What follows belongs to an exercise in optimizing a design on an open flow for small area and a short achievable clock period; a production flow would make more cautious choices. In this exercise RTL edits were held to simulation tests only and were not proved equivalent to the original. No activity file was given, so power comes from the tool's default toggle rates.

==> config.mk <==
export PLATFORM = sky130hd
export DESIGN_NAME = statevec_collector
export DESIGN_NICKNAME = statevec_collector
export VERILOG_FILES = /design/flow/design.v
export SDC_FILE = /design/flow/constraint.sdc
export NUM_CORES = 4
export LEC_CHECK = 0
export CAP_MARGIN = 20
export CORE_MARGIN = 2
export CORE_UTILIZATION = 40
export SLEW_MARGIN = 20
==> run.sh <==
#!/bin/bash
# synth_recipe.tcl (not shown) runs the flow's synth.tcl, then flattens the netlist and writes it again
# the make line also repeats each setting of config.mk as NAME=value (left out here)
make -C /OpenROAD-flow-scripts/flow DESIGN_CONFIG=/design/flow/config.mk WORK_HOME=/design/flow/orfs CLKGATE_MAP_FILE= SYNTH_SCRIPT=/design/flow/synth_recipe.tcl finish
==> design.v <==
package qsof_pkg;
    localparam int AMP_WIDTH_DEF = 32;
    localparam int N_QUBIT_DEF   = 5;
    typedef enum logic [1:0] {
        IDLE    = 2'd0,
        COLLECT = 2'd1,
        DONE    = 2'd2
    } collector_state_e;
    typedef struct packed {
        logic signed [AMP_WIDTH_DEF-1:0] re;
        logic signed [AMP_WIDTH_DEF-1:0] im;
    } amp_pair_t;
endpackage
module statevec_ram #(
    parameter int WIDTH  = 2 * qsof_pkg::AMP_WIDTH_DEF,
    parameter int ADDR_W = qsof_pkg::N_QUBIT_DEF
) (
    input  logic              clk,
    input  logic              clk_en,
    input  logic              we_i,
    input  logic [ADDR_W-1:0] waddr_i,
    input  logic [WIDTH-1:0]  wdata_i,
    input  logic              re_i,
    input  logic [ADDR_W-1:0] raddr_i,
    output logic [WIDTH-1:0]  rdata_o
);
    localparam int DEPTH = 2 ** ADDR_W;
    logic [WIDTH-1:0] mem_q [DEPTH];
    logic [WIDTH-1:0] rdata_q;
    always_ff @(posedge clk) begin
        if (clk_en) begin
            if (we_i) begin
                mem_q[waddr_i] <= wdata_i;
            end
            if (re_i) begin
                rdata_q <= mem_q[raddr_i];
            end
        end
    end
    assign rdata_o = rdata_q;
endmodule
module statevec_collector #(
    parameter int AMP_WIDTH = qsof_pkg::AMP_WIDTH_DEF,
    parameter int N_QUBIT   = qsof_pkg::N_QUBIT_DEF
) (
    input  logic                        clk,
    input  logic                        aclr,
    input  logic                        clk_en,
    input  logic                        start,
    input  logic                        valid_in,
    input  logic signed [AMP_WIDTH-1:0] amp_in_real,
    input  logic signed [AMP_WIDTH-1:0] amp_in_img,
    input  logic        [N_QUBIT-1:0]   state_in,
    input  logic                        rd_en,
    input  logic        [N_QUBIT-1:0]   rd_addr,
    output logic signed [AMP_WIDTH-1:0] rd_amp_real,
    output logic signed [AMP_WIDTH-1:0] rd_amp_img,
    output logic                        rd_valid,
    output logic        [N_QUBIT:0]     count,
    output logic                        busy,
    output logic                        frame_done,
    output logic                        dup_err,
    output logic                        stray_err
);
    localparam int                 DEPTH   = 2 ** N_QUBIT;
    localparam logic [N_QUBIT:0]   DEPTH_C = (N_QUBIT + 1)'(DEPTH);
    qsof_pkg::collector_state_e state_q, state_d;
    logic [DEPTH-1:0]   occ_q, occ_d;
    logic [N_QUBIT:0]   count_q, count_d;
    logic               dup_q, dup_d;
    logic               stray_q, stray_d;
    logic               rd_valid_q;
    logic               rd_occ_q;
    logic               we;
    logic [N_QUBIT:0]   count_inc;
    logic [2*AMP_WIDTH-1:0] rdata;
    assign count_inc = count_q + 1'b1;
    always_comb begin
        state_d = state_q;
        occ_d   = occ_q;
        count_d = count_q;
        dup_d   = dup_q;
        stray_d = stray_q;
        we      = 1'b0;
        if (start) begin
            state_d = qsof_pkg::COLLECT;
            occ_d   = '0;
            count_d = '0;
            dup_d   = 1'b0;
            stray_d = 1'b0;
        end else begin
            case (state_q)
                qsof_pkg::COLLECT: begin
                    if (valid_in) begin
                        if (occ_q[state_in]) begin
                            dup_d = 1'b1;
                        end else begin
                            we              = 1'b1;
                            occ_d[state_in] = 1'b1;
                            count_d         = count_inc;
                            if (count_inc == DEPTH_C) begin
                                state_d = qsof_pkg::DONE;
                            end
                        end
                    end
                end
                default: begin
                    if (valid_in) begin
                        stray_d = 1'b1;
                    end
                end
            endcase
        end
    end
    always_ff @(posedge clk) begin
        if (aclr) begin
            state_q    <= qsof_pkg::IDLE;
            occ_q      <= '0;
            count_q    <= '0;
            dup_q      <= 1'b0;
            stray_q    <= 1'b0;
            rd_valid_q <= 1'b0;
            rd_occ_q   <= 1'b0;
        end else if (clk_en) begin
            state_q    <= state_d;
            occ_q      <= occ_d;
            count_q    <= count_d;
            dup_q      <= dup_d;
            stray_q    <= stray_d;
            rd_valid_q <= rd_en;
            if (rd_en) begin
                rd_occ_q <= occ_q[rd_addr];
            end
        end
    end
    statevec_ram #(
        .WIDTH  (2 * AMP_WIDTH),
        .ADDR_W (N_QUBIT)
    ) u_ram (
        .clk     (clk),
        .clk_en  (clk_en),
        .we_i    (we & ~aclr),
        .waddr_i (state_in),
        .wdata_i ({amp_in_real, amp_in_img}),
        .re_i    (rd_en & ~aclr),
        .raddr_i (rd_addr),
        .rdata_o (rdata)
    );
    assign rd_amp_real = rd_occ_q ? rdata[2*AMP_WIDTH-1:AMP_WIDTH] : '0;
    assign rd_amp_img  = rd_occ_q ? rdata[AMP_WIDTH-1:0]           : '0;
    assign rd_valid    = rd_valid_q;
    assign count       = count_q;
    assign busy        = (state_q == qsof_pkg::COLLECT);
    assign frame_done  = (state_q == qsof_pkg::DONE);
    assign dup_err     = dup_q;
    assign stray_err   = stray_q;
endmodule
==> constraint.sdc <==
create_clock -name core_clock -period 2.8 [get_ports {clk}]
set_input_delay 0.5600 -clock core_clock [delete_from_list [all_inputs] [get_ports {clk}]]
set_output_delay 0.5600 -clock core_clock [all_outputs]
set_load 0.01 [all_outputs]
==> results of run 1 <==
## timing repair
item / 4_1_cts / 5_1_grt
setup buffers: 0 / 12
resized for setup: 21 / 33
setup endpoints to repair: 53 / 252
cloned: 0 / 10
pin swaps: 3 / 7
## registers in the layout (all words and copies together) (netlist names)
signal         count
u_ram.mem_q     2048
u_ram.rdata_q     64
occ_q             32
count_q            6
state_q            2
dup_q              1
rd_occ_q           1
rd_valid_q         1
stray_q            1
## final timing paths
kind / startpoint / end / slack, ns
setup / recovery: rd_occ_q / rd_amp_img[27] / 0.03
hold / removal: rd_addr[4] / u_ram.rdata_q[26] / 0.19
setup reg to reg: occ_q[22] / u_ram.mem_q[2][11] / 0.19
hold reg to reg: occ_q[17] / occ_q[17] / 0.46
## through the flow
stage                      TNS, ns  utilization, %
after floorplan            -410.53               -
after global placement    -1605.46            44.7
after detailed placement  -1546.50            44.7
after CTS                    -1.86            48.1
after global routing         -1.38            48.3
final                            0            48.3
## per-layer routing
metal | vias up | global-route usage (%)
met5 | - | 0
met1 | 21000 | 26.5
met3 | 253 | 2.78
li1 | 15700 | -
met4 | 2 | 4.79
met2 | 1193 | 33.2
## where the power goes
group / leakage [nW] / switching [W] / internal (W) / total, W
clock network: 3.34 / 0.0123 / 0.0158 / 0.0281
logic: 8.68 / 0.00181 / 0.00152 / 0.00333
registers: 19.3 / 0.0000152 / 0.0355 / 0.0355
total: 31.4 / 0.0141 / 0.0528 / 0.0669
## synth_stat cells (2+ instances only)
library cell / instances / share of area (%)
edfxtp_1: 2112 / 77
mux4_2: 650 / 18
clkbuf_1: 100 / 0.46
and2_1: 66 / 0.50
mux2_2: 65 / 0.89
buf_2: 63 / 0.38
dfxtp_1: 44 / 1.1
and3_1: 35 / 0.27
nand2_1: 29 / 0.13
mux2i_1: 17 / 0.21
buf_1: 15 / 0.068
nor2_1: 15 / 0.068
a21oi_1: 13 / 0.079
inv_1: 12 / 0.055
o21ai_1: 12 / 0.073
a211oi_1: 11 / 0.10
nand2b_1: 9 / 0.068
o21a_1: 9 / 0.082
a32o_1: 6 / 0.073
nand3_1: 6 / 0.036
nor3_1: 6 / 0.036
o2111ai_1: 6 / 0.064
ha_1: 5 / 0.076
nor2b_1: 5 / 0.038
o32ai_1: 4 / 0.042
a22o_1: 3 / 0.032
a31o_2: 3 / 0.032
o22ai_1: 3 / 0.023
or2_2: 3 / 0.023
xnor2_1: 3 / 0.032
a2111o_1: 2 / 0.027
buf_6: 2 / 0.027
nand4b_1: 2 / 0.021
o21ai_0: 2 / 0.012
or4b_2: 2 / 0.024
## worst reg2reg max path: cells and delay by family, from the launching register on
family          cells  cell delay (ns)
simple gates        3             0.83
buf+inv             3             0.54
mux                 1             0.19
flops               1             0.36
compound gates      2             0.35
## layout make-up
class / count / area, µm² / area share [%]
Tap cell: 2688 / 3360 / 3.40
Clock buffer: 260 / 5520 / 5.57
Multi-Input combinational cell: 1009 / 17600 / 17.7
Sequential cell: 2156 / 64300 / 65.0
Antenna cell: 2 / 5.00 / 0.00506
Timing Repair Buffer: 543 / 6790 / 6.86
Clock inverter: 131 / 1410 / 1.42
Inverter: 12 / 45.0 / 0.0455
## cell families after synthesis
kind of cell | Yosys count | synth area share, %
buffers and inverters | 194 | 1.00
multiplexers | 732 | 18.8
AND/OR/NAND/NOR | 187 | 1.32
XOR/XNOR | 3 | 0.0319
AO/OA/AOI/OAI | 82 | 0.727
adder cells (fa/ha/maj) | 5 | 0.0759
flip-flops | 2156 | 78.0
==> summary.txt, run 1 <==
outcome: finished clean
crit path cell chain: buf_12 -> and2_1 -> clkdlybuf4s50_1
placed insts: 6386
DR pass1 iterations: 6
htree depth: 4
Worst Setup End Kind: output port
leak pwr: 31.4 nW
Vias: 38100
max capacitance violation total: 0
Finished Cell Area: 99000 µm²
Worst R2R Path Depth: 9
worst hold stages: 2
Overflow after GRT: 0
Routed WL: 205000 µm
initial antenna violation count: 4
Setup-failing EPs final: 0
Yosys Warn Count: 2
Port Buffer Count: 154
Total GRT Usage: 19.5%
Via density: 5.61
FFs w/ async S/R, synth: 0%
dpl ws: -0.828 ns
RSZ-0062 raised after global routing: yes
Mapped Cells: 3359
Ports: 155
synthesized flop and latch total: 2156
CP bufs+invs: 2
Rel. slew slack: 58.4%
pin count of the biggest net entering global routing: 52
vias in the first global route: 39300
Non-Filler Instances: 6801
Worst-path clk slew: 0.06 ns
Die X: 458 µm
Max Slew Vio Count: 0
largest delay contributor family on the critical path: buffers and inverters
# rows: 166
Req. time, crit path: 2.24 ns
instance count on the critical path: 3
synth unique cells: 54
CTS max path bufs: 3
PD cells: 676 nW/µm²
Post-Route M1 WL: 85000 µm
ys flop type: edfxtp_1
CTS tree: built
Syn-to-layout area delta: 20.1%
fmax: 361 MHz
Pwr Total: 0.0669 W
worst-margin pin slew: 0.621 ns
layout cells sized above 1: 35.8%
syn_nets: 3444
clock sink count: 2156
Die Area: 210000 µm²
Max stage delay on crit path: 0.54 ns
Final #Nets: 4019
most frequent cells in the layout: 2112 x edfxtp_1, 650 x mux4_2, 222 x clkbuf_16
register area share after synthesis: 78.0%
worst vdd ir: 681 µV
DP Area: 91500 µm²
Fill cells: 16400
first-pass GRT wire length: 293000 µm
worst hold path class: input pin to flip-flop
Routed Antenna Nets: 0
# DRC: 0
Hold WS: 0.190 ns
CP max-delay cell: clkdlybuf4s50_1
CP Max Fanout: 31
DR WL met3: 10400 µm
worst setup path class: flip-flop to output port
gpl congestion: 0.810
CTS Hold Bufs: 0
final worst-path cycle share: 99.0%
number of synthesized flops with an enable pin: 2112
Clock Latency Late Sink: 0.87 ns
Die Y: 458 µm
Final WS setup: 0.0268 ns
initial DRC count: 3661
commonest non-fill, non-tap cell in the layout: edfxtp_1
final setup skew: 0.0571 ns
Final min period: 2.77 ns
DR WL met2: 105000 µm
startpoint types: flip-flop
DP HPWL: 128000 µm
Fin. Hold Viols: 0
crit path DAT: 2.21 ns
initial core utilization: 40.3%
wire per inst: 30.2 µm
Core ar.: 205000 µm²
CTS root buf: clkbuf_16
total CTS buffers: 212
syn_area_per_cell: 24.5 µm²
Top Layer Used: met5
mapped cell area: 82500 µm²
==> run 2: changes to the inputs <==
==> design.v (replaced) <==
package qsof_pkg;
    localparam int AMP_WIDTH_DEF = 32;
    localparam int N_QUBIT_DEF   = 5;
    typedef enum logic [1:0] {
        IDLE    = 2'd0,
        COLLECT = 2'd1,
        DONE    = 2'd2
    } collector_state_e;
    typedef struct packed {
        logic signed [AMP_WIDTH_DEF-1:0] re;
        logic signed [AMP_WIDTH_DEF-1:0] im;
    } amp_pair_t;
endpackage
module statevec_ram #(
    parameter int WIDTH  = 2 * qsof_pkg::AMP_WIDTH_DEF,
    parameter int ADDR_W = qsof_pkg::N_QUBIT_DEF
) (
    input  logic                  clk,
    input  logic [2**ADDR_W-1:0]  we_i,
    input  logic [WIDTH-1:0]      wdata_i,
    input  logic [2**ADDR_W-1:0]  rsel_i,
    output logic [WIDTH-1:0]      rdata_o
);
    localparam int DEPTH = 2 ** ADDR_W;
    logic [WIDTH-1:0] mem_q [DEPTH];
    always_ff @(posedge clk) begin
        for (int i = 0; i < DEPTH; i++) begin
            if (we_i[i]) begin
                mem_q[i] <= wdata_i;
            end
        end
    end
    always_comb begin
        rdata_o = '0;
        for (int i = 0; i < DEPTH; i++) begin
            rdata_o = rdata_o | (mem_q[i] & {WIDTH{rsel_i[i]}});
        end
    end
endmodule
module statevec_collector #(
    parameter int AMP_WIDTH = qsof_pkg::AMP_WIDTH_DEF,
    parameter int N_QUBIT   = qsof_pkg::N_QUBIT_DEF
) (
    input  logic                        clk,
    input  logic                        aclr,
    input  logic                        clk_en,
    input  logic                        start,
    input  logic                        valid_in,
    input  logic signed [AMP_WIDTH-1:0] amp_in_real,
    input  logic signed [AMP_WIDTH-1:0] amp_in_img,
    input  logic        [N_QUBIT-1:0]   state_in,
    input  logic                        rd_en,
    input  logic        [N_QUBIT-1:0]   rd_addr,
    output logic signed [AMP_WIDTH-1:0] rd_amp_real,
    output logic signed [AMP_WIDTH-1:0] rd_amp_img,
    output logic                        rd_valid,
    output logic        [N_QUBIT:0]     count,
    output logic                        busy,
    output logic                        frame_done,
    output logic                        dup_err,
    output logic                        stray_err
);
    localparam int DEPTH = 2 ** N_QUBIT;
    logic               busy_q;
    logic [DEPTH-1:0]   blk_q;
    logic [N_QUBIT:0]   count_q;
    logic               dup_q;
    logic               stray_q;
    logic               rd_valid_q;
    logic [2*AMP_WIDTH-1:0] rdata_q;
    logic [DEPTH-1:0]   wdec, rdec, we;
    logic               hit, last, readable;
    logic [2*AMP_WIDTH-1:0] rdata;
    always_comb begin
        for (int i = 0; i < DEPTH; i++) begin
            wdec[i] = (state_in == N_QUBIT'(i));
            rdec[i] = (rd_addr  == N_QUBIT'(i));
        end
    end
    assign hit      = |(wdec & blk_q);
    assign we       = {DEPTH{clk_en & ~aclr & ~start & valid_in}} & wdec & ~blk_q;
    assign last     = (count_q[N_QUBIT-1:0] == {N_QUBIT{1'b1}});
    assign readable = busy_q | count_q[N_QUBIT];
    always_ff @(posedge clk) begin
        if (aclr) begin
            busy_q     <= 1'b0;
            blk_q      <= '1;
            count_q    <= '0;
            dup_q      <= 1'b0;
            stray_q    <= 1'b0;
            rd_valid_q <= 1'b0;
        end else if (clk_en) begin
            rd_valid_q <= rd_en;
            if (start) begin
                busy_q  <= 1'b1;
                blk_q   <= '0;
                count_q <= '0;
                dup_q   <= 1'b0;
                stray_q <= 1'b0;
            end else if (valid_in) begin
                if (!busy_q) begin
                    stray_q <= 1'b1;
                end else if (hit) begin
                    dup_q <= 1'b1;
                end else begin
                    blk_q   <= blk_q | wdec;
                    count_q <= count_q + 1'b1;
                    if (last) busy_q <= 1'b0;
                end
            end
        end
    end
    always_ff @(posedge clk) begin
        if (clk_en & rd_en) begin
            rdata_q <= readable ? rdata : '0;
        end
    end
    statevec_ram #(
        .WIDTH  (2 * AMP_WIDTH),
        .ADDR_W (N_QUBIT)
    ) u_ram (
        .clk     (clk),
        .we_i    (we),
        .wdata_i ({amp_in_real, amp_in_img}),
        .rsel_i  (rdec & blk_q),
        .rdata_o (rdata)
    );
    assign rd_amp_real = rdata_q[2*AMP_WIDTH-1:AMP_WIDTH];
    assign rd_amp_img  = rdata_q[AMP_WIDTH-1:0];
    assign rd_valid    = rd_valid_q;
    assign count       = count_q;
    assign busy        = busy_q;
    assign frame_done  = count_q[N_QUBIT];
    assign dup_err     = dup_q;
    assign stray_err   = stray_q;
endmodule
--- a/config.mk
+++ b/config.mk
@@ -7,5 +7,6 @@
 export LEC_CHECK = 0
 export CAP_MARGIN = 20
 export CORE_MARGIN = 2
-export CORE_UTILIZATION = 40
+export CORE_UTILIZATION = 55
+export SETUP_SLACK_MARGIN = 0.8
 export SLEW_MARGIN = 20
==> run 2 against run 1 <==
Final cell count grew 6.3%. Combinational power shrank 19%. Still clean on timing, DRC and antenna. Die area shrank 32%. Wire length grew 41%. Cell area grew 3.3%. Sequential power is essentially flat. Power shrank 3.7%. Non-clock buffer count grew 684.
==> summary.txt, run 2 <==
wire per inst: 39.9 µm (+32%)
outcome: finished clean
Finished Cell Area: 102000 µm² (+3.3%)
# DRC: 0 (unchanged)
count leader, synth: edfxtp_1
worst hold stages: 4 (+2)
syn_nets: 4086 (+19%)
worst vdd ir: 592 µV (-13%)
Rel. slew slack: 49.7% (-8.7 points)
gpl congestion: 0.878 (+8.3%)
CTS Hold Bufs: 0 (unchanged)
Fill cells: 8268 (-49%)
internal power: 0.0508 W (-3.7%)
area leader, netlist: edfxtp_1
CP Max Fanout: 11 (-65%)
largest family of logic cells by synthesized area: compound AO/OA/AOI/OAI gates
DR pass1 iterations: 5 (-1)
commonest non-fill, non-tap cell in the layout: edfxtp_1
Final #Nets: 5275 (+31%)
Clock Latency Late Sink: 0.85 ns (-0.02 ns)
synth unique cells: 52 (-3.7%)
Core ar.: 139000 µm² (-32%)
CTS max path bufs: 3 (unchanged)
ys flop type: edfxtp_1
Worst Setup End Kind: flip-flop
Compound-Gate Fraction of Synth Area: 11.8% (+11 points)
PD cells: 630 nW/µm² (-6.8%)
Routed Antenna Nets: 0 (unchanged)
number of synthesized flops with an enable pin: 2112 (unchanged)
layout cells sized above 1: 35.6% (-0.17 points)
most frequent cells in the layout: 2112 x edfxtp_1, 595 x buf_4, 419 x a22oi_1
first-pass GRT wire length: 386000 µm (+32%)
total CTS buffers: 209 (-1.4%)
sequential power share: 55.2% (+2.2 points)
Port Buffer Count: 154 (unchanged)
Clk pwr share: 40.6% (-1.4 points)
initial DRC count: 9403 (+160%)
initial core utilization: 55.3% (+15 points)
Yosys Warn Count: 3 (+1)
htree depth: 4 (unchanged)
Mapped Cells: 4004 (+19%)
Ports: 155 (unchanged)
FFs w/ async S/R, synth: 0% (unchanged)
crit path DAT: 2.81 ns (+0.60 ns)
final setup skew: 0.0338 ns (-0.0232 ns)
Pwr Total: 0.0644 W (-3.7%)
worst setup path class: flip-flop to flip-flop
Total GRT Usage: 39.7% (+20 points)
Synth Area in Simple Gates: 3.21% (+1.9 points)
Final WS setup: 0.533 ns (+0.506 ns)
clock sink count: 2154 (-0.093%)
Sw Share: 21.1% (-0.050 points)
Via density: 7.09 (+26%)
leak pwr: 34.4 nW (+9.7%)
Routed WL: 289000 µm (+41%)
# rows: 137 (-17%)
Worst-path clk slew: 0.06 ns (about the same)
mapped cell area: 77000 µm² (-6.7%)
fmax: 441 MHz (+22%)
Die X: 378 µm (-17%)
Worst R2R Path Depth: 8 (-1)
Overflow after GRT: 0 (unchanged)
synthesized flop and latch total: 2154 (-0.093%)
Largest register FFs: 2048 (unchanged)
initial antenna violation count: 5 (+1)
largest registers: u_ram.mem_q (2048), rdata_q (64), blk_q (32)
post-layout util: 73.5% (+25 points)
CTS root buf: clkbuf_16
Area contributors post-synth: edfxtp_1 82%, a22oi_1 4.5%, a22o_1 3.2%
Die Area: 143000 µm² (-32%)
Fin. Hold Viols: 0 (unchanged)
CTS tree: built
Setup-failing EPs final: 0 (unchanged)
Vias: 51200 (+34%)
DP HPWL: 169000 µm (+32%)
Top reg by flops: u_ram.mem_q
Gate power share: 4.2% (-0.8 points)
max capacitance violation total: 0 (unchanged)
Net Switching: 0.0136 W (-4.0%)
Req. time, crit path: 3.34 ns (+1.10 ns)
Final min period: 2.27 ns (-0.506 ns)
register area share after synthesis: 83.5% (+5.5 points)
Syn-to-layout area delta: 32.9%
setup TNS: 0 ns (unchanged)
pin count of the biggest net entering global routing: 35 (-33%)
worst-margin pin slew: 0.754 ns (+0.133 ns)
DP Area: 89800 µm² (-1.9%)
worst hold path class: input pin to flip-flop
RSZ-0062 raised after global routing: yes
startpoint types: flip-flop
Post-Synth XOR/XNOR Area: 0% (-0.032 points)
dpl ws: -0.818 ns (+0.00941 ns)
vias in the first global route: 47800 (+22%)
Post-synth top cells: 2112 x edfxtp_1, 464 x a22oi_1, 282 x a22o_1, 280 x a221oi_1, 155 x nand4_1
top-area cell type share of the netlist area: 82.4% (+5.5 points)
Die Y: 378 µm (-17%)
Max Slew Vio Count: 0 (unchanged)
post-synthesis mux area share: 0.119% (-19 points)
syn_area_per_cell: 19.2 µm² (-22%)
final worst-path cycle share: 81.0% (-18 points)
area share of fa/ha/maj cells after synthesis: 0.0325% (-0.043 points)
-- run 2: cell count changes in the layout (fill, tap and decap cells not counted), moves of 155 or more --
cell and delta:
a22oi_1 +418, a22o_1 +275, nand4_1 +155, mux4_2 -650, buf_4 +382, buf_12 +165, a221oi_2 +195
-- run 2: cell type report --
class,count,area (µm²),share of cell area (%)
antenna,8,20.0,0.0196
clock inverter,106,706,0.690
inverter,6,22.5,0.0220
sequential,2154,64400,63.0
multi-input combinational,1595,14700,14.4
timing repair buffer,1227,14600,14.3
tap,1876,2350,2.30
clock buffer,259,5460,5.34
-- run 2: worst paths after layout --
path	from	endpoint	slack [ns]
min	state_in[3]	blk_q[20]	0.17
min reg2reg	dup_q	dup_q	0.48
max reg2reg	blk_q[30]	rdata_q[8]	0.53
max	blk_q[30]	rdata_q[8]	0.53
-- run 2: repair_timing --
action,in CTS,in global routing
pin swaps,233,173
resized for setup,832,200
setup endpoints to repair,1070,584
gates cloned,21,12
buffers inserted,213,36
-- run 2: power groups by stage --
| stage | logic, W | clock network (W) | registers (W) |
|---|---|---|---|
| 4_1_cts | 0.00250 | 0.0262 | 0.0356 |
| 6_report | 0.00269 | 0.0262 | 0.0356 |
| 2_1_floorplan | 0.000686 | 0 | 0.0362 |
| 3_3_place_gp | 0.00213 | 0 | 0.0363 |
| 3_5_place_dp | 0.00217 | 0 | 0.0363 |
| 5_1_grt | 0.00277 | 0.0274 | 0.0355 |
-- run 2: cells by family (layout without fill, tap and decap cells) --
| group | after synthesis | count (layout) |
|---|---|---|
| mux | 9 | 9 |
| simple gates | 442 | 445 |
| fa+ha+maj | 2 | 2 |
| flops | 2154 | 2154 |
| other cells | 0 | 8 |
| compound gates | 1139 | 1139 |
| buf+inv | 258 | 1598 |
-- run 2: per-stage QoR --
stage	std cells	hold WS (ns)
3_5_place_dp	6576	0.488
2_1_floorplan	4004	0.505
4_1_cts	7175	0.168
3_3_place_gp	6576	0.466
5_1_grt	7223	0.155
6_report	7231	0.167
-- run 2: routing by layer --
layer	vias to the layer above	wire length (µm)	global-route usage, %
li1	19700	-	-
met1	26200	103000	56.1
met2	4640	131000	60.2
met3	705	41300	9.76
met4	0	13500	15.6
met5	-	0	0
-- run 2: worst max-delay path, cell delays in order, from the launching register on --
cell and delay [ns]:
dfxtp_4 0.36, and3_4 0.21, buf_12 0.17, buf_16 0.18, a22o_1 0.29, a221oi_4 0.26
nand4_1 0.22, nor3_2 0.16, nor2_1 0.09
==> run 3: changes to the inputs <==
--- a/design.v
+++ b/design.v
@@ -69,7 +69,7 @@
     logic               rd_valid_q;
     logic [2*AMP_WIDTH-1:0] rdata_q;
     logic [DEPTH-1:0]   wdec, rdec, we;
-    logic               hit, last, readable;
+    logic               hit, last, rhit;
     logic [2*AMP_WIDTH-1:0] rdata;
     always_comb begin
         for (int i = 0; i < DEPTH; i++) begin
@@ -80,7 +80,7 @@
     assign hit      = |(wdec & blk_q);
     assign we       = {DEPTH{clk_en & ~aclr & ~start & valid_in}} & wdec & ~blk_q;
     assign last     = (count_q[N_QUBIT-1:0] == {N_QUBIT{1'b1}});
-    assign readable = busy_q | count_q[N_QUBIT];
+    assign rhit     = |(rdec & blk_q) & (busy_q | count_q[N_QUBIT]);
     always_ff @(posedge clk) begin
         if (aclr) begin
             busy_q     <= 1'b0;
@@ -112,7 +112,7 @@
     end
     always_ff @(posedge clk) begin
         if (clk_en & rd_en) begin
-            rdata_q <= readable ? rdata : '0;
+            rdata_q <= rhit ? rdata : '0;
         end
     end
     statevec_ram #(
@@ -122,7 +122,7 @@
         .clk     (clk),
         .we_i    (we),
         .wdata_i ({amp_in_real, amp_in_img}),
-        .rsel_i  (rdec & blk_q),
+        .rsel_i  (rdec),
         .rdata_o (rdata)
     );
     assign rd_amp_real = rdata_q[2*AMP_WIDTH-1:AMP_WIDTH];
--- a/config.mk
+++ b/config.mk
@@ -8,5 +8,5 @@
 export CAP_MARGIN = 20
 export CORE_MARGIN = 2
 export CORE_UTILIZATION = 55
-export SETUP_SLACK_MARGIN = 0.8
+export SETUP_SLACK_MARGIN = 1.0
 export SLEW_MARGIN = 20
==> run 3 against run 2 <==
Still clean. Core utilization fell by 2.6 points. Wire length fell by 3.1%. Clock power rose by 3%. Final cell count fell by 0.72%. Synthesized cell count rose by 1.5%. Critical endpoint is now rdata_q[37].
==> summary.txt, run 3 <==
sequential power share: 54.5% (-0.7 points)
Core ar.: 140000 µm² (+0.37%)
Overflow after GRT: 0 (unchanged)
crit path DAT: 3.16 ns (+0.35 ns)
largest registers: u_ram.mem_q (2048), rdata_q (64), blk_q (32)
Final min period: 2.60 ns (+0.329 ns)
startpoint types: flip-flop
internal power: 0.0515 W (+1.3%)
commonest non-fill, non-tap cell in the layout: edfxtp_1
top-area cell type share of the netlist area: 81.9% (-0.50 points)
most frequent cells in the layout: 2112 x edfxtp_1, 600 x buf_4, 482 x a22oi_1
post-layout util: 70.9% (-2.6 points)
leak pwr: 33.0 nW (-4.1%)
Final #Nets: 5211 (-1.2%)
pin count of the biggest net entering global routing: 39 (+11%)
Area contributors post-synth: edfxtp_1 82%, a22oi_1 4.7%, a221oi_1 3.1%
total CTS buffers: 206 (-1.4%)
CTS max path bufs: 3 (unchanged)
htree depth: 4 (unchanged)
Port Buffer Count: 154 (unchanged)
Routed Antenna Nets: 0 (unchanged)
# rows: 137 (unchanged)
Die X: 379 µm (+0.30%)
synth unique cells: 66 (+27%)
gpl congestion: 0.876 (-0.16%)
ys flop type: edfxtp_1
FFs w/ async S/R, synth: 0% (unchanged)
Mapped Cells: 4064 (+1.5%)
Setup-failing EPs final: 0 (unchanged)
Routed WL: 280000 µm (-3.1%)
Post-synth top cells: 2112 x edfxtp_1, 483 x a22oi_1, 273 x a221oi_1, 273 x a22o_1, 154 x nand4_1
max capacitance violation total: 0 (unchanged)
syn_nets: 4146 (+1.5%)
Die Area: 144000 µm² (+0.60%)
CP Max Fanout: 7 (-4)
# DRC: 0 (unchanged)
clock sink count: 2154 (unchanged)
Clk pwr share: 41.3% (+0.7 points)
DP HPWL: 171000 µm (+1.2%)
CTS tree: built
Syn-to-layout area delta: 27.9%
Ports: 155 (unchanged)
worst setup path class: flip-flop to flip-flop
first-pass GRT wire length: 373000 µm (-3.4%)
RSZ-0062 raised after global routing: yes
worst-margin pin slew: 0.949 ns (+0.195 ns)
number of synthesized flops with an enable pin: 2112 (unchanged)
mapped cell area: 77400 µm² (+0.61%)
count leader, synth: edfxtp_1
final worst-path cycle share: 92.7% (+12 points)
register area share after synthesis: 83.0% (-0.51 points)
area leader, netlist: edfxtp_1
Finished Cell Area: 99000 µm² (-3.2%)
Sw Share: 21.1% (+0.049 points)
Pwr Total: 0.0653 W (+1.3%)
outcome: finished clean
Largest register FFs: 2048 (unchanged)
setup TNS: 0 ns (unchanged)
FF-to-FF End: rdata_q[37]
Fin. Hold Viols: 0 (unchanged)
Clock Latency Late Sink: 0.84 ns (about the same)
Top reg by flops: u_ram.mem_q
layout cells sized above 1: 28.4% (-7.2 points)
worst vdd ir: 559 µV (-5.5%)
Rel. slew slack: 36.6% (-13 points)
syn_area_per_cell: 19.1 µm² (-0.88%)
final setup skew: 0.0389 ns (+0.00511 ns)
Worst-path clk slew: 0.06 ns (about the same)
initial core utilization: 55.4% (+0.13 points)
Net Switching: 0.0138 W (+1.5%)
Total GRT Usage: 38.0% (-1.8 points)
Via density: 6.99 (-1.4%)
DR pass1 iterations: 6 (+1)
wire per inst: 39.0 µm (-2.4%)
Fill cells: 8861 (+7.2%)
vias in the first global route: 46900 (-1.9%)
Yosys Warn Count: 3 (unchanged)
fmax: 385 MHz (-13%)
DP Area: 90600 µm² (+0.90%)
Gate power share: 4.3% (about the same)
PD cells: 659 nW/µm² (+4.6%)
worst hold path class: input pin to flip-flop
Vias: 50100 (-2.1%)
CTS root buf: clkbuf_16
Worst R2R Path Depth: 10 (+2)
initial antenna violation count: 3 (-2)
synthesized flop and latch total: 2154 (unchanged)
worst reg-to-reg setup slack: 0.20 ns (-0.33 ns)
Max Slew Vio Count: 0 (unchanged)
worst r2r src: blk_q[14]
Crit. Startpoint: blk_q[14]
Die Y: 379 µm (+0.30%)
Req. time, crit path: 3.37 ns (+0.03 ns)
Hold WS: 0.222 ns (+0.0547 ns)
initial DRC count: 8230 (-12%)
crit path to: rdata_q[37]
Worst Setup End Kind: flip-flop
run 3: power by group through the flow:
| stage | combinational [W] | sequential, W | clock (W) |
|---|---|---|---|
| 3_3_place_gp | 0.00243 | 0.0362 | 0 |
| 2_1_floorplan | 0.000819 | 0.0362 | 0 |
| 6_report | 0.00279 | 0.0355 | 0.0269 |
| 5_1_grt | 0.00290 | 0.0355 | 0.0282 |
| 3_5_place_dp | 0.00246 | 0.0362 | 0 |
| 4_1_cts | 0.00263 | 0.0355 | 0.0270 |
run 3: cells by family (layout without fill, tap and decap cells):
kind of cell	count (synthesis)	in the layout	share of synthesized area (%)
AOI/OAI and AO/OA	1127	1127	11.8
other	0	2	0
DFF	2154	2154	83.0
buffers and inverters	253	1488	1.42
muxes	16	16	0.254
adders and majority gates	2	2	0.0323
and+or+nand+nor	512	514	3.54
run 3: how the worst min path moves through the flow:
| stage | slack (ns) | to | cells past startpoint | start |
|---|---|---|---|---|
| floorplan | 0.50 | dup_q | 2 | dup_q |
| global placement | 0.45 | stray_q | 2 | stray_q |
| detailed placement | 0.47 | stray_q | 2 | stray_q |
| CTS | 0.23 | rd_valid_q | 3 | aclr |
| global route | 0.22 | blk_q[9] | 4 | start |
| finish | 0.22 | blk_q[9] | 4 | start |
run 3: cell type report:
type                            instances  area (µm²)  area share, %
Antenna cell                            2        5.00        0.00505
Clock buffer                          252        5390           5.45
Clock inverter                        128        1020           1.03
Timing Repair Buffer                 1107       12800           12.9
Sequential cell                      2154       64300           64.9
Multi-Input combinational cell       1659       13200           13.3
Inverter                                1        3.75        0.00379
Tap cell                             1876        2350           2.37
run 3: what timing repair did:
action                      CTS  global route
hold buffers                  0             0
pin swaps                    35            33
gates resized for setup     417           121
cloned                       10            26
setup endpoints to repair  2191          2120
setup buffers                33            36
run 3: worst max-delay path, stage by stage, from the launching register on:
cell      delay, ns
dfxtp_4        0.35
mux4_2         0.46
nor4bb_4       0.17
nor4_2         0.18
nand3_1        0.17
o32ai_4        0.35
buf_6          0.18
buf_12         0.14
buf_4          0.13
buf_12         0.15
nor2_1         0.06
run 3: per-layer routing:
metal | vias to the layer above | global-route usage [%] | share of wire (%)
met3 | 672 | 7.53 | 13
met2 | 4076 | 58.7 | 46
met1 | 25800 | 54.1 | 37
met4 | 4 | 14.2 | 4.7
li1 | 19600 | - | -
met5 | - | 0 | 0.0082
run 3: per-stage QoR:
| stage | worst slack, ns | std cells |
|---|---|---|
| after floorplan | -1.19 | 4064 |
| after global placement | -0.870 | 6692 |
| after detailed placement | -0.858 | 6692 |
| after CTS | 0.192 | 7115 |
| after global routing | 0.174 | 7177 |
| final | 0.203 | 7179 |
==> run 4: changes to the inputs <==
--- a/config.mk
+++ b/config.mk
@@ -8,5 +8,7 @@
 export CAP_MARGIN = 20
 export CORE_MARGIN = 2
 export CORE_UTILIZATION = 55
+export CTS_CLUSTER_DIAMETER = 100
+export CTS_CLUSTER_SIZE = 30
 export SETUP_SLACK_MARGIN = 1.0
 export SLEW_MARGIN = 20
==> run 4 against run 3 <==
Still clean on timing, DRC and antenna. Clock skew down 0.0064 ns. First-iteration DRC count rose by 23%. Power shrank 18%. Sequential power barely moved. Sequential share of layout area rose by 0.48 points. Die area did not move. Worst hold slack gained 0.051 ns. Critical path type unchanged. Largest power group unchanged.
==> summary.txt, run 4 <==
outcome: finished clean
Max stage delay on crit path: 0.47 ns (about the same)
count leader, synth: edfxtp_1
most used cell, CP: buf_12
synth unique cells: 66 (unchanged)
synthesized flop and latch total: 2154 (unchanged)
Port Buffer Count: 154 (unchanged)
initial DRC count: 10100 (+23%)
layout cells sized above 1: 28.8% (+0.38 points)
Synth Area in Simple Gates: 3.54% (unchanged)
initial core utilization: 55.4% (unchanged)
post-synthesis mux area share: 0.254% (unchanged)
most frequent cells in the layout: 2112 x edfxtp_1, 610 x buf_4, 481 x a22oi_1
ys flop type: edfxtp_1
Compound-Gate Fraction of Synth Area: 11.8% (unchanged)
Req. time, crit path: 3.33 ns (-0.04 ns)
Worst Setup End Kind: flip-flop
worst vdd ir: 498 µV (-11%)
CTS max path bufs: 3 (unchanged)
pin count of the biggest net entering global routing: 39 (unchanged)
area leader, netlist: edfxtp_1
Ports: 155 (unchanged)
Total GRT Usage: 37.6% (-0.36 points)
Die Y: 379 µm (unchanged)
number of synthesized flops with an enable pin: 2112 (unchanged)
DR pass1 iterations: 6 (unchanged)
Non-Filler Instances: 7055 (-1.7%)
Final min period: 2.63 ns (+0.0359 ns)
Die X: 379 µm (unchanged)
sequential power share: 66.4% (+12 points)
placed insts: 6692 (unchanged)
largest registers: u_ram.mem_q (2048), rdata_q (64), blk_q (32)
Via density: 7.16 (+2.5%)
CP Max Fanout: 8 (+1)
crit path DAT: 3.16 ns (about the same)
internal power: 0.0421 W (-18%)
largest delay contributor family on the critical path: buffers and inverters
startpoint types: flip-flop
Top reg by flops: u_ram.mem_q
Routed WL: 291000 µm (+4.1%)
Clk pwr share: 28.3% (-13 points)
final setup skew: 0.0326 ns (-0.00636 ns)
total CTS buffers: 82 (-60%)
Largest register FFs: 2048 (unchanged)
Core ar.: 140000 µm² (unchanged)
CP max-delay cell: mux4_2
Clock Latency Late Sink: 0.77 ns (-0.07 ns)
Syn-to-layout area delta: 26.9%
Final #Nets: 5248 (+0.71%)
Finished Cell Area: 98300 µm² (-0.73%)
Post-Synth XOR/XNOR Area: 0% (unchanged)
Setup-failing EPs final: 0 (unchanged)
CTS root buf: clkbuf_16
initial antenna violation count: 5 (+2)
Mapped Cells: 4064 (unchanged)
CP bufs+invs: 4 (unchanged)
# rows: 137 (unchanged)
commonest non-fill, non-tap cell in the layout: edfxtp_1
wire per inst: 41.3 µm (+5.9%)
vias in the first global route: 45700 (-2.5%)
Yosys Warn Count: 3 (unchanged)
Routed Antenna Nets: 0 (unchanged)
syn_area_per_cell: 19.1 µm² (unchanged)
FFs w/ async S/R, synth: 0% (unchanged)
first-pass GRT wire length: 369000 µm (-0.96%)
Overflow after GRT: 0 (unchanged)
# DRC: 0 (unchanged)
DP HPWL: 171000 µm (unchanged)
RSZ-0062 raised after global routing: yes
gpl congestion: 0.876 (unchanged)
Vias: 50500 (+0.69%)
worst hold path class: input pin to flip-flop
Sw Share: 21.3% (+0.22 points)
register area share after synthesis: 83.0% (unchanged)
CTS tree: built
Gate power share: 5.4% (+1.1 points)
Worst-path clk slew: 0.11 ns (+0.05 ns)
Die Area: 144000 µm² (unchanged)
worst-margin pin slew: 0.776 ns (-0.173 ns)
max capacitance violation total: 0 (unchanged)
final worst-path cycle share: 94.0% (+1.3 points)
DP Area: 90600 µm² (unchanged)
Rel. slew slack: 48.1% (+12 points)
PD cells: 544 nW/µm² (-17%)
clock sink count: 2154 (unchanged)
Max Slew Vio Count: 0 (unchanged)
Post-synth top cells: 2112 x edfxtp_1, 483 x a22oi_1, 273 x a221oi_1, 273 x a22o_1, 154 x nand4_1
Fin. Hold Viols: 0 (unchanged)
syn_nets: 4146 (unchanged)
htree depth: 3 (-1)
leak pwr: 32.4 nW (-1.7%)
mapped cell area: 77400 µm² (unchanged)
Area contributors post-synth: edfxtp_1 82%, a22oi_1 4.7%, a221oi_1 3.1%
Net Switching: 0.0114 W (-17%)
Fill cells: 8799 (-0.70%)
crit path cell chain: mux4_2 -> nor4bb_4 -> nor4_2 -> nand3_1 -> o32ai_4 -> buf_6 -> buf_12 -> buf_12 -> buf_16 -> nor2_2
fmax: 380 MHz (-1.4%)
worst setup path class: flip-flop to flip-flop
top-area cell type share of the netlist area: 81.9% (unchanged)
area share of fa/ha/maj cells after synthesis: 0.0323% (unchanged)
ant diodes: 0 (-2)
largest family of logic cells by synthesized area: compound AO/OA/AOI/OAI gates
==> run 4: cell counts after synthesis <==
Identical to the previous run, type by type.
==> run 4: logic make-up after synthesis <==
kind of cell	after synthesis
DFF	2154
AOI/OAI and AO/OA	1127
and+or+nand+nor	512
buffers and inverters	253
muxes	16
adders and majority gates	2
==> run 4: path summary, 6_finish.rpt <==
check,from,endpoint,slack (ns),cells after the start
worst max-delay path,blk_q[14],rdata_q[48],0.17,10
worst max register to register,blk_q[14],rdata_q[48],0.17,10
worst min-delay path,state_in[0],blk_q[7],0.27,3
worst min register to register,stray_q,stray_q,0.47,2
==> run 4: power by group through the flow <==
stage	Sequential (W)	Clock [W]	Combinational, W
6_report	0.0355	0.0151	0.00287
3_5_place_dp	0.0362	0	0.00246
2_1_floorplan	0.0362	0	0.000819
3_3_place_gp	0.0362	0	0.00243
5_1_grt	0.0355	0.0160	0.00297
4_1_cts	0.0355	0.0150	0.00267
==> run 4: routing by layer <==
layer  track usage (%)  wire (µm)  vias to the layer above
met4              13.9      14100                        4
met2              58.4     133000                     4270
met5                 0         18                        -
met1              54.2     104000                    26000
met3              6.41      39800                      642
li1                  -          -                    19500
==> run 4: what timing repair did <==
action	in CTS	in global routing
gates resized for setup	398	297
endpoints found under the hold margin	0	0
cloned	19	87
hold buffers	0	0
pin swaps	44	58
endpoints found under the setup margin	2227	1571
buffers inserted	66	94
==> run 4: metrics by stage <==
step / setup WS (ns) / power, W / hold WS, ns / setup TNS, ns / utilization, %
6_report: 0.167 / 0.0535 / 0.272 / 0 / 70.4
5_1_grt: 0.151 / 0.0544 / 0.267 / 0 / 70.4
4_1_cts: 0.147 / 0.0532 / 0.246 / 0 / 67.5
3_5_place_dp: -0.858 / 0.0387 / 0.466 / -316.67 / 64.9
3_3_place_gp: -0.870 / 0.0387 / 0.451 / -327.63 / 64.9
2_1_floorplan: -1.19 / 0.0370 / 0.505 / -1873.22 / -
==> run 4: area by class of cell <==
cell class / count / area (µm²) / area share, %
Inverter: 1 / 3.75 / 0.00382
Sequential cell: 2154 / 64300 / 65.4
Timing Repair Buffer: 1269 / 16000 / 16.3
Clock buffer: 88 / 2120 / 2.15
Clock inverter: 9 / 106 / 0.108
Tap cell: 1876 / 2350 / 2.39
Multi-Input combinational cell: 1658 / 13400 / 13.6
==> run 4: worst register-to-register path, delay by kind of cell (launching register included) <==
kind,cells,cell delay (ns)
AND/OR/NAND/NOR,4,0.60
AO/OA/AOI/OAI,1,0.34
flip-flops,1,0.37
buffers and inverters,4,0.64
multiplexers,1,0.47
==> run 5: changes to the inputs <==
--- a/design.v
+++ b/design.v
@@ -62,6 +62,7 @@
 );
     localparam int DEPTH = 2 ** N_QUBIT;
     logic               busy_q;
+    logic               idle_q;      
     logic [DEPTH-1:0]   blk_q;
     logic [N_QUBIT:0]   count_q;
     logic               dup_q;
@@ -80,10 +81,11 @@
     assign hit      = |(wdec & blk_q);
     assign we       = {DEPTH{clk_en & ~aclr & ~start & valid_in}} & wdec & ~blk_q;
     assign last     = (count_q[N_QUBIT-1:0] == {N_QUBIT{1'b1}});
-    assign rhit     = |(rdec & blk_q) & (busy_q | count_q[N_QUBIT]);
+    assign rhit     = |(rdec & blk_q) & ~idle_q;
     always_ff @(posedge clk) begin
         if (aclr) begin
             busy_q     <= 1'b0;
+            idle_q     <= 1'b1;
             blk_q      <= '1;
             count_q    <= '0;
             dup_q      <= 1'b0;
@@ -93,6 +95,7 @@
             rd_valid_q <= rd_en;
             if (start) begin
                 busy_q  <= 1'b1;
+                idle_q  <= 1'b0;
                 blk_q   <= '0;
                 count_q <= '0;
                 dup_q   <= 1'b0;
--- a/config.mk
+++ b/config.mk
@@ -10,5 +10,6 @@
 export CORE_UTILIZATION = 55
 export CTS_CLUSTER_DIAMETER = 100
 export CTS_CLUSTER_SIZE = 30
-export SETUP_SLACK_MARGIN = 1.0
+export SETUP_SLACK_MARGIN = 0.9
 export SLEW_MARGIN = 20
+export TNS_END_PERCENT = 5
==> run 5 against run 4 <==
Non-clock buffer count decreased by 274. Clock skew up 0.011 ns. Worst hold slack gained 0.033 ns. Largest power group unchanged. Cell area fell by 3.8%. Setup slack better by 0.26 ns. Die area up 0.31%.
==> summary.txt, run 5 <==
outcome: finished clean
most frequent cells in the layout: 2112 x edfxtp_1, 1030 x a22oi_1, 492 x buf_4
Rel. slew slack: 61.3% (+13 points)
layout cells sized above 1: 22.0% (-6.8 points)
Total GRT Usage: 36.6% (-1.0 points)
Area contributors post-synth: edfxtp_1 82%, a22oi_1 10%, nand2_1 1.7%
final setup skew: 0.0433 ns (+0.0107 ns)
initial core utilization: 55.5% (+0.11 points)
multi-input logic area: 13600 µm² (+1.9%)
Final min period: 2.37 ns (-0.264 ns)
Post-synth top cells: 2112 x edfxtp_1, 1034 x a22oi_1, 346 x nand2_1, 205 x clkbuf_1, 104 x nor2_1
CTS tree: built
FFs w/ async S/R, synth: 0% (unchanged)
Core ar.: 140000 µm² (+0.12%)
Compound-Gate Fraction of Synth Area: 11.2% (-0.57 points)
CTS root buf: clkbuf_16
Die Area: 144000 µm² (+0.31%)
Die Y: 380 µm (+0.16%)
ys flop type: edfxtp_1
Top reg by flops: u_ram.mem_q
Max stage delay on crit path: 0.32 ns (-0.15 ns)
synth unique cells: 60 (-9.1%)
Via density: 6.96 (-2.7%)
number of synthesized flops with an enable pin: 2112 (unchanged)
mapped cell area: 77700 µm² (+0.32%)
Syn-to-layout area delta: 21.8%
crit path cell chain: dlygate4sd2_1 -> buf_4 -> nand2_4 -> buf_6 -> buf_4 -> nor2_4 -> a22oi_1 -> nand3_1 -> o41ai_4 -> buf_6 -> buf_12 -> buf_12 -> buf_16 -> a21oi_2
register area share after synthesis: 82.8% (-0.23 points)
DP Area: 91000 µm² (+0.42%)
CP max-delay cell: o41ai_4
startpoint types: input pin
final worst-path cycle share: 84.6% (-9.4 points)
first-pass GRT wire length: 367000 µm (-0.63%)
commonest non-fill, non-tap cell in the layout: edfxtp_1
syn_nets: 4413 (+6.4%)
top-area cell type share of the netlist area: 81.7% (-0.26 points)
Routed Antenna Nets: 0 (unchanged)
fmax: 422 MHz (+11%)
DP HPWL: 168000 µm (-1.9%)
worst vdd ir: 567 µV (+14%)
DR pass1 iterations: 8 (+2)
worst hold path class: input pin to flip-flop
CTS max path bufs: 3 (unchanged)
htree depth: 3 (unchanged)
area leader, netlist: edfxtp_1
worst setup path class: input pin to flip-flop
Port Buffer Count: 154 (unchanged)
Clock Latency Late Sink: 0.77 ns (about the same)
syn_area_per_cell: 17.9 µm² (-5.9%)
largest family of logic cells by synthesized area: compound AO/OA/AOI/OAI gates
area share of fa/ha/maj cells after synthesis: 0.0322% (-0.00010 points)
clock sink count: 2155 (+0.046%)
CTS Hold Bufs: 0 (unchanged)
Worst Setup End Kind: flip-flop
Routed WL: 269000 µm (-7.6%)
post-synthesis mux area share: 0.111% (-0.14 points)
Fin. Hold Viols: 0 (unchanged)
# DRC: 0 (unchanged)
Final #Nets: 5239 (-0.17%)
largest registers: u_ram.mem_q (2048), rdata_q (64), blk_q (32)
crit path DAT: 2.86 ns (-0.30 ns)
total CTS buffers: 82 (unchanged)
leak pwr: 31.3 nW (-3.4%)
Ports: 155 (unchanged)
max capacitance violation total: 0 (unchanged)
Fill cells: 9449 (+7.4%)
Max Slew Vio Count: 0 (unchanged)
Synth Area in Simple Gates: 4.56% (+1.0 points)
Worst-path clk slew: 0.11 ns (about the same)
Setup-failing EPs final: 0 (unchanged)
Pwr Total: 0.0532 W (-0.54%)
Final WS setup: 0.431 ns (+0.264 ns)
dpl ws: -0.617 ns (+0.240 ns)
Req. time, crit path: 3.29 ns (-0.04 ns)
PD cells: 562 nW/µm² (+3.4%)
synthesized flop and latch total: 2155 (+0.046%)
initial DRC count: 9124 (-9.6%)
count leader, synth: edfxtp_1
vias in the first global route: 45600 (-0.19%)
Largest register FFs: 2048 (unchanged)
# rows: 137 (unchanged)
Mapped Cells: 4331 (+6.6%)
Yosys Warn Count: 3 (unchanged)
Overflow after GRT: 0 (unchanged)
initial antenna violation count: 2 (-3)
Hold WS: 0.305 ns (+0.0330 ns)
Finished Cell Area: 94600 µm² (-3.8%)
Reg area: 64300 µm² (about the same)
Die X: 380 µm (+0.16%)
Post-Synth XOR/XNOR Area: 0% (unchanged)
CP Max Fanout: 7 (-1)
Vias: 49000 (-2.9%)
wire per inst: 38.2 µm (-7.5%)
gpl congestion: 0.874 (-0.19%)
worst-margin pin slew: 0.576 ns (-0.201 ns)
RSZ-0062 raised after global routing: yes
pin count of the biggest net entering global routing: 48 (+23%)
## run 5: path summary, 6_finish.rpt
check,cells past startpoint,end,slack (ns),startpoint
worst min register to register,2,dup_q,0.48,dup_q
worst min-delay path,4,blk_q[23],0.31,state_in[2]
worst max register to register,11,rdata_q[48],0.46,blk_q[15]
worst max-delay path,14,rdata_q[48],0.43,rd_addr[1]
## run 5: repair_timing
item	in CTS	in global routing
buffers inserted	33	2
gates cloned	5	1
endpoints found under the setup margin	2218	1762
gates resized for setup	148	117
pin swaps	50	14
## run 5: cell families (layout without fill, tap and decap cells)
kind of cell / count (synthesis) / after routing
mux: 7 / 7
compound gates: 1165 / 1165
other cells: 0 / 1
flops: 2155 / 2155
simple gates: 732 / 732
buf+inv: 270 / 1105
fa+ha+maj: 2 / 2
## run 5: area by class of cell
cell class / count / area share, %
inverters: 17 / 0.0701
diodes: 1 / 0.00265
clock buffers: 86 / 2.28
well taps: 1876 / 2.48
flip-flops and latches: 2155 / 68.0
repair buffers: 995 / 12.7
multi-input cells: 1906 / 14.4
clock inverters: 7 / 0.106
## run 5: worst max-delay path, delay by kind of cell
family | cells | cell delay [ns]
AO/OA/AOI/OAI | 3 | 0.59
AND/OR/NAND/NOR | 3 | 0.31
buffers and inverters | 8 | 1.38
## run 5: layer usage
layer	wire length [µm]	vias up	part of all wire [%]	global-route usage, %
met4	8220	0	3.1	9.63
met3	33300	417	12	5.51
met1	104000	25300	38	55.3
li1	-	19500	-	-
met2	124000	3795	46	56.5
met5	0	-	0	0
## run 5: per-stage QoR
stage	TNS, ns	cells	util (%)
after floorplan	-1498.18	4331	-
after global placement	-425.36	6908	65.1
after detailed placement	-399.53	6908	65.1
after CTS	0	7039	67.2
after global routing	0	7043	67.6
final	0	7043	67.6
## run 5: power by group
part	total (W)	leakage [nW]	internal [W]	switching [W]
combinational	0.00260	10.8	0.000971	0.00163
sequential	0.0355	19.4	0.0354	0.000102
clock	0.0151	1.10	0.00562	0.00944
total	0.0532	31.3	0.0420	0.0112
==> run 6: changes to the inputs <==
--- a/design.v
+++ b/design.v
@@ -62,7 +62,6 @@
 );
     localparam int DEPTH = 2 ** N_QUBIT;
     logic               busy_q;
-    logic               idle_q;      
     logic [DEPTH-1:0]   blk_q;
     logic [N_QUBIT:0]   count_q;
     logic               dup_q;
@@ -70,22 +69,22 @@
     logic               rd_valid_q;
     logic [2*AMP_WIDTH-1:0] rdata_q;
     logic [DEPTH-1:0]   wdec, rdec, we;
-    logic               hit, last, rhit;
-    logic [2*AMP_WIDTH-1:0] rdata;
+    logic               hit, last, clr;
+    logic [2*AMP_WIDTH-1:0] wdata, rdata;
     always_comb begin
         for (int i = 0; i < DEPTH; i++) begin
             wdec[i] = (state_in == N_QUBIT'(i));
             rdec[i] = (rd_addr  == N_QUBIT'(i));
         end
     end
-    assign hit      = |(wdec & blk_q);
-    assign we       = {DEPTH{clk_en & ~aclr & ~start & valid_in}} & wdec & ~blk_q;
-    assign last     = (count_q[N_QUBIT-1:0] == {N_QUBIT{1'b1}});
-    assign rhit     = |(rdec & blk_q) & ~idle_q;
+    assign clr   = aclr | (clk_en & start);
+    assign hit   = |(wdec & blk_q);
+    assign we    = {DEPTH{clr}} | ({DEPTH{clk_en & valid_in}} & wdec & ~blk_q);
+    assign wdata = clr ? '0 : {amp_in_real, amp_in_img};
+    assign last  = (count_q[N_QUBIT-1:0] == {N_QUBIT{1'b1}});
     always_ff @(posedge clk) begin
         if (aclr) begin
             busy_q     <= 1'b0;
-            idle_q     <= 1'b1;
             blk_q      <= '1;
             count_q    <= '0;
             dup_q      <= 1'b0;
@@ -95,18 +94,17 @@
             rd_valid_q <= rd_en;
             if (start) begin
                 busy_q  <= 1'b1;
-                idle_q  <= 1'b0;
                 blk_q   <= '0;
                 count_q <= '0;
                 dup_q   <= 1'b0;
                 stray_q <= 1'b0;
             end else if (valid_in) begin
+                blk_q <= blk_q | wdec;
                 if (!busy_q) begin
                     stray_q <= 1'b1;
                 end else if (hit) begin
                     dup_q <= 1'b1;
                 end else begin
-                    blk_q   <= blk_q | wdec;
                     count_q <= count_q + 1'b1;
                     if (last) busy_q <= 1'b0;
                 end
@@ -115,7 +113,7 @@
     end
     always_ff @(posedge clk) begin
         if (clk_en & rd_en) begin
-            rdata_q <= rhit ? rdata : '0;
+            rdata_q <= rdata;
         end
     end
     statevec_ram #(
@@ -124,7 +122,7 @@
     ) u_ram (
         .clk     (clk),
         .we_i    (we),
-        .wdata_i ({amp_in_real, amp_in_img}),
+        .wdata_i (wdata),
         .rsel_i  (rdec),
         .rdata_o (rdata)
     );
--- a/config.mk
+++ b/config.mk
@@ -9,7 +9,7 @@
 export CORE_MARGIN = 2
 export CORE_UTILIZATION = 55
 export CTS_CLUSTER_DIAMETER = 100
-export CTS_CLUSTER_SIZE = 30
+export CTS_CLUSTER_SIZE = 24
 export SETUP_SLACK_MARGIN = 0.9
 export SLEW_MARGIN = 20
 export TNS_END_PERCENT = 5
==> run 6 against run 5 <==
Wire length is 2.5% lower. Fmax is 15% higher. Count of clock-buffer cells in the layout is 21 higher. Power is 16% higher. Non-clock buffer count is 97 lower. Final cell count is 1.0% lower. Global-route usage is 1.3 points lower. Worst hold slack better by 0.13 ns. Synthesized cell count is 0.60% lower. Critical path depth is 13 lower. Area after synthesis is 0.65% higher. Sequential share of layout area is 0.47 points lower.
==> summary.txt, run 6 <==
wire per inst: 37.6 µm (-1.5%)
crit path DAT: 1.49 ns (-1.37 ns)
Mapped Cells: 4305 (-0.60%)
gpl congestion: 0.878 (+0.45%)
Port Buffer Count: 154 (unchanged)
fmax: 487 MHz (+15%)
largest registers: u_ram.mem_q (2048), rdata_q (64), blk_q (32)
number of synthesized flops with an enable pin: 2112 (unchanged)
syn_area_per_cell: 18.2 µm² (+1.3%)
CTS max path bufs: 3 (unchanged)
Max Slew Vio Count: 0 (unchanged)
count leader, synth: edfxtp_1
instance count on the critical path: 1 (-13)
Routed WL: 262000 µm (-2.5%)
Worst-path clk slew: 0.09 ns (-0.02 ns)
DP HPWL: 161000 µm (-3.9%)
worst reg-to-reg setup slack: 0.84 ns (+0.38 ns)
initial DRC count: 7809 (-14%)
Largest register FFs: 2048 (unchanged)
CP bufs+invs: 1 (-7)
worst setup path class: flip-flop to output port
Pwr Total: 0.0615 W (+16%)
worst hold stages: 5 (+1)
final worst-path cycle share: 73.3% (-11 points)
Req. time, crit path: 2.24 ns (-1.05 ns)
total CTS buffers: 100 (+22%)
Syn-to-layout area delta: 21.8% (about the same)
max capacitance violation total: 0 (unchanged)
outcome: finished clean
top-area cell type share of the netlist area: 81.1% (-0.52 points)
Clock Latency Late Sink: 0.77 ns (about the same)
initial antenna violation count: 2 (unchanged)
placed insts: 6766 (-2.1%)
Post-synth top cells: 2112 x edfxtp_1, 976 x a22oi_1, 268 x nand2_1, 154 x nand4_1, 142 x buf_2
CTS tree: built
Non-Filler Instances: 6971 (-1.0%)
# rows: 138 (+0.73%)
pin count of the biggest net entering global routing: 45 (-6.3%)
RSZ-0062 raised after global routing: yes
mapped cell area: 78200 µm² (+0.65%)
htree depth: 3 (unchanged)
Final min period: 2.05 ns (-0.315 ns)
Die Y: 381 µm (+0.32%)
synth unique cells: 61 (+1.7%)
Core ar.: 141000 µm² (+0.98%)
Fin. Hold Viols: 0 (unchanged)
Vias: 47900 (-2.2%)
Die Area: 145000 µm² (+0.64%)
synthesized flop and latch total: 2154 (-0.046%)
clock sink count: 2154 (-0.046%)
worst vdd ir: 579 µV (+2.0%)
final setup skew: 0.0324 ns (-0.0108 ns)
commonest non-fill, non-tap cell in the layout: edfxtp_1
Total GRT Usage: 35.4% (-1.3 points)
syn_nets: 4387 (-0.59%)
Area contributors post-synth: edfxtp_1 81%, a22oi_1 9.4%, nand2_1 1.3%
leak pwr: 33.6 nW (+7.4%)
Via density: 6.88 (-1.2%)
Ports: 155 (unchanged)
CTS root buf: clkbuf_16
area leader, netlist: edfxtp_1
FFs w/ async S/R, synth: 0% (unchanged)
startpoint types: flip-flop
# DRC: 0 (unchanged)
Rel. slew slack: 53.3% (-7.9 points)
largest delay contributor family on the critical path: flip-flops
worst hold path class: input pin to flip-flop
initial core utilization: 55.3% (-0.18 points)
Yosys Warn Count: 3 (unchanged)
most frequent cells in the layout: 2112 x edfxtp_1, 967 x a22oi_1, 384 x buf_12
PD cells: 646 nW/µm² (+15%)
Max stage delay on crit path: 0.42 ns (+0.10 ns)
Routed Antenna Nets: 0 (unchanged)
Worst Setup End Kind: output port
ys flop type: edfxtp_1
Overflow after GRT: 0 (unchanged)
Final #Nets: 5147 (-1.8%)
layout cells sized above 1: 20.3% (-1.7 points)
Die X: 381 µm (+0.32%)
worst-margin pin slew: 0.698 ns (+0.123 ns)
DR pass1 iterations: 6 (-2)
crit path cell chain: dlygate4sd2_1
Worst R2R Path Depth: 6 (-5)
vias in the first global route: 45400 (-0.45%)
first-pass GRT wire length: 357000 µm (-2.7%)
CP Max Fanout: 1 (-6)
CP max-delay cell: edfxtp_1
Top reg by flops: u_ram.mem_q
Setup-failing EPs final: 0 (unchanged)
register area share after synthesis: 82.2% (-0.56 points)
-- run 6: what timing repair did --
action                                  4_1_cts  5_1_grt
endpoints found under the setup margin     1691     2670
pin swaps                                    36        9
setup buffers                                39       30
gates resized for setup                     270       40
hold buffers                                  0        0
gates cloned                                  5       13
-- run 6: metrics by stage --
step	utilization (%)	TNS [ns]	hold WS (ns)	cell area, µm²	setup slack (ns)
2_1_floorplan	-	-122.49	0.470	78600	-0.302
3_3_place_gp	64.4	-47.01	0.458	90900	-0.593
3_5_place_dp	64.4	-49.99	0.471	91000	-0.586
4_1_cts	66.9	0	0.491	94400	0.715
5_1_grt	67.4	0	0.475	95200	0.722
6_report	67.4	0	0.437	95200	0.746
-- run 6: kinds of logic (layout without fill, tap and decap cells) --
family          Yosys count  in the layout  synth area share, %
compound gates         1140           1140                 10.8
fa+ha+maj                 2              2               0.0320
buf+inv                 246           1019                 1.65
flops                  2154           2154                 82.2
mux                      17             17                0.218
other cells               0              2                    0
simple gates            746            747                 5.07
-- run 6: layout make-up --
type	instances	area, µm²
repair buffers	898	12400
multi-input cells	1906	13500
fillers	9411	46000
diodes	2	5.00
clock buffers	107	2550
clock inverters	9	140
inverters	5	18.8
flip-flops and latches	2154	64300
well taps	1890	2360
-- run 6: path summary, 6_finish.rpt --
kind / from / endpoint
max: rdata_q[52] / rd_amp_real[20]
min: clk_en / rd_valid_q
max reg2reg: u_ram.mem_q[19][24] / rdata_q[24]
min reg2reg: stray_q / stray_q
-- run 6: metal layers --
layer  global-route usage, %  routed length, µm  share of wire (%)
met5                       0                  0                  0
met4                    12.2              10400                4.0
met3                    5.19              28500                 11
met2                    56.6             125000                 48
met1                    50.3              98700                 38
-- run 6: where the power goes --
part / leakage, nW / internal (W) / switching [W] / total [W]
Clock: 1.32 / 0.00673 / 0.00963 / 0.0164
Sequential: 21.8 / 0.0389 / 0.000967 / 0.0399
Combinational: 10.6 / 0.00193 / 0.00335 / 0.00528
==> run 7: changes to the inputs <==
--- a/config.mk
+++ b/config.mk
@@ -10,6 +10,5 @@
 export CORE_UTILIZATION = 55
 export CTS_CLUSTER_DIAMETER = 100
 export CTS_CLUSTER_SIZE = 24
-export SETUP_SLACK_MARGIN = 0.9
+export SETUP_SLACK_MARGIN = 1.2
 export SLEW_MARGIN = 20
-export TNS_END_PERCENT = 5
==> run 7 against run 6 <==
Still clean. Sequential power hardly changed. Global-route usage grew 3.6 points. Sequential cell count unchanged. Synthesized cell count unchanged. Setup slack got worse by 0.020 ns. First-iteration DRC count up 20%. Area after synthesis unchanged. Sequential share of layout area is 6.0 points lower. Non-clock buffer count grew 519. Largest cell class unchanged.
==> summary.txt, run 7 <==
Vias: 52400 (+9.3%)
Via density: 6.99 (+1.6%)
initial core utilization: 55.3% (unchanged)
Post-synth top cells: 2112 x edfxtp_1, 976 x a22oi_1, 268 x nand2_1, 154 x nand4_1, 142 x buf_2
Mapped Cells: 4305 (unchanged)
Routed Antenna Nets: 0 (unchanged)
Fin. Hold Viols: 0 (unchanged)
top-area cell type share of the netlist area: 81.1% (unchanged)
final worst-path cycle share: 74.0% (+0.70 points)
initial DRC count: 9402 (+20%)
clock sink count: 2154 (unchanged)
Worst-path clk slew: 0.10 ns (about the same)
Total GRT Usage: 39.0% (+3.6 points)
first-pass GRT wire length: 390000 µm (+9.1%)
worst hold path class: input pin to flip-flop
# DRC: 0 (unchanged)
initial antenna violation count: 8 (+6)
RSZ-0062 raised after global routing: yes
CTS tree: built
worst vdd ir: 614 µV (+6.1%)
ys flop type: edfxtp_1
outcome: finished clean
worst hold stages: 5 (unchanged)
mapped cell area: 78200 µm² (unchanged)
total CTS buffers: 99 (-1.0%)
Largest register FFs: 2048 (unchanged)
hold path startpoint: clk_en
worst-margin pin slew: 0.659 ns (-0.0391 ns)
Ports: 155 (unchanged)
worst reg-to-reg setup slack: 0.77 ns (-0.07 ns)
syn_area_per_cell: 18.2 µm² (unchanged)
DP HPWL: 160000 µm (-0.47%)
startpoint types: flip-flop
CTS max path bufs: 3 (unchanged)
Fill cells: 8261 (-12%)
Worst Hold Path EP: rd_valid_q
Core ar.: 141000 µm² (unchanged)
wire per inst: 39.7 µm (+5.6%)
largest registers: u_ram.mem_q (2048), rdata_q (64), blk_q (32)
Setup-failing EPs final: 0 (unchanged)
Req. time, crit path: 2.24 ns (about the same)
htree depth: 3 (unchanged)
Syn-to-layout area delta: 33.6%
CP bufs+invs: 1 (unchanged)
number of synthesized flops with an enable pin: 2112 (unchanged)
synthesized flop and latch total: 2154 (unchanged)
Worst R2R Path Depth: 7 (+1)
largest delay contributor family on the critical path: flip-flops
Routed WL: 298000 µm (+14%)
CP Max Fanout: 1 (unchanged)
Pwr Total: 0.0629 W (+2.2%)
Die X: 381 µm (unchanged)
Max stage delay on crit path: 0.54 ns (+0.12 ns)
Clock Latency Late Sink: 0.76 ns (about the same)
Die Y: 381 µm (unchanged)
Yosys Warn Count: 3 (unchanged)
Top reg by flops: u_ram.mem_q
FFs w/ async S/R, synth: 0% (unchanged)
CTS Hold Bufs: 0 (unchanged)
PD cells: 602 nW/µm² (-6.9%)
final setup skew: 0.0349 ns (+0.00247 ns)
count leader, synth: edfxtp_1
Die Area: 145000 µm² (unchanged)
fmax: 482 MHz (-0.95%)
pin count of the biggest net entering global routing: 41 (-8.9%)
synth unique cells: 61 (unchanged)
layout cells sized above 1: 35.0% (+15 points)
# rows: 138 (unchanged)
Hold WS: 0.337 ns (-0.0999 ns)
Final min period: 2.07 ns (+0.0197 ns)
register area share after synthesis: 82.2% (unchanged)
most frequent cells in the layout: 2112 x edfxtp_1, 727 x a22oi_1, 494 x buf_4
area leader, netlist: edfxtp_1
gpl congestion: 0.867 (-1.2%)
Overflow after GRT: 0 (unchanged)
vias in the first global route: 48600 (+7.0%)
Port Buffer Count: 154 (unchanged)
Area contributors post-synth: edfxtp_1 81%, a22oi_1 9.4%, nand2_1 1.3%
leak pwr: 37.8 nW (+12%)
FF-to-FF End: rdata_q[51]
crit path cell chain: buf_2
DR pass1 iterations: 8 (+2)
crit path DAT: 1.51 ns (+0.02 ns)
Rel. slew slack: 56.0% (+2.7 points)
Final #Nets: 5665 (+10%)
syn_nets: 4387 (unchanged)
worst r2r src: u_ram.mem_q[19][51]
worst setup path class: flip-flop to output port
CTS root buf: clkbuf_16
max capacitance violation total: 0 (unchanged)
Worst Setup End Kind: output port
commonest non-fill, non-tap cell in the layout: edfxtp_1
Max Slew Vio Count: 0 (unchanged)
CP max-delay cell: edfxtp_1
==> run 7: cell counts after synthesis <==
No cell type changed its count.
==> run 7: logic make-up after synthesis <==
logic type,synth area share (%)
multiplexers,0.218
buffers and inverters,1.65
flip-flops,82.2
adder cells (fa/ha/maj),0.0320
AO/OA/AOI/OAI,10.8
AND/OR/NAND/NOR,5.07
==> run 7: power by group <==
part	switching (W)	internal, W	total [W]
registers	0.00114	0.0390	0.0401
logic	0.00388	0.00274	0.00662
clock network	0.00963	0.00656	0.0162
==> run 7: routing by layer <==
layer / share of wire (%) / global-route usage, % / vias up
li1: - / - / 20300
met1: 34 / 53.0 / 26600
met2: 46 / 60.7 / 4511
met3: 13 / 7.83 / 933
met4: 6.9 / 19.4 / 12
met5: 0.026 / 0 / -
==> run 7: stage by stage <==
stage	worst slack [ns]	std cells	instance area, µm²	utilization (%)	TNS, ns
3_5_place_dp	-0.513	6852	91400	64.7	-42.33
6_report	0.727	7500	104000	74.0	0
3_3_place_gp	-0.518	6852	91400	64.7	-39.96
4_1_cts	0.725	7379	101000	71.7	0
5_1_grt	0.696	7495	104000	74.0	0
2_1_floorplan	-0.302	4305	78600	-	-122.26
==> run 7: worst max path at each step <==
stage	end	start	cells after the start
after detailed placement	rdata_q[1]	rd_addr[3]	10
after CTS	rd_amp_img[10]	rdata_q[10]	1
after global placement	rdata_q[1]	rd_addr[3]	10
final	rd_amp_img[10]	rdata_q[10]	1
after floorplan	u_ram.mem_q[26][0]	state_in[0]	3
after global routing	rd_amp_img[10]	rdata_q[10]	1
==> run 7: timing repair <==
item / 4_1_cts / 5_1_grt
setup endpoints to repair: 4246 / 812
gates resized for setup: 897 / 333
cloned: 64 / 39
buffers inserted: 340 / 77
pin swaps: 283 / 210
hold endpoints to repair: 0 / 0
==> run 7: cell type report <==
class	count	area [µm²]	share of cell area [%]
diodes	5	12.5	0.0120
clock buffers	120	2600	2.49
clock inverters	3	25.0	0.0240
inverters	5	18.8	0.0180
multi-input cells	1906	15300	14.7
flip-flops and latches	2154	64300	61.6
well taps	1890	2360	2.26
repair buffers	1417	19800	19.0
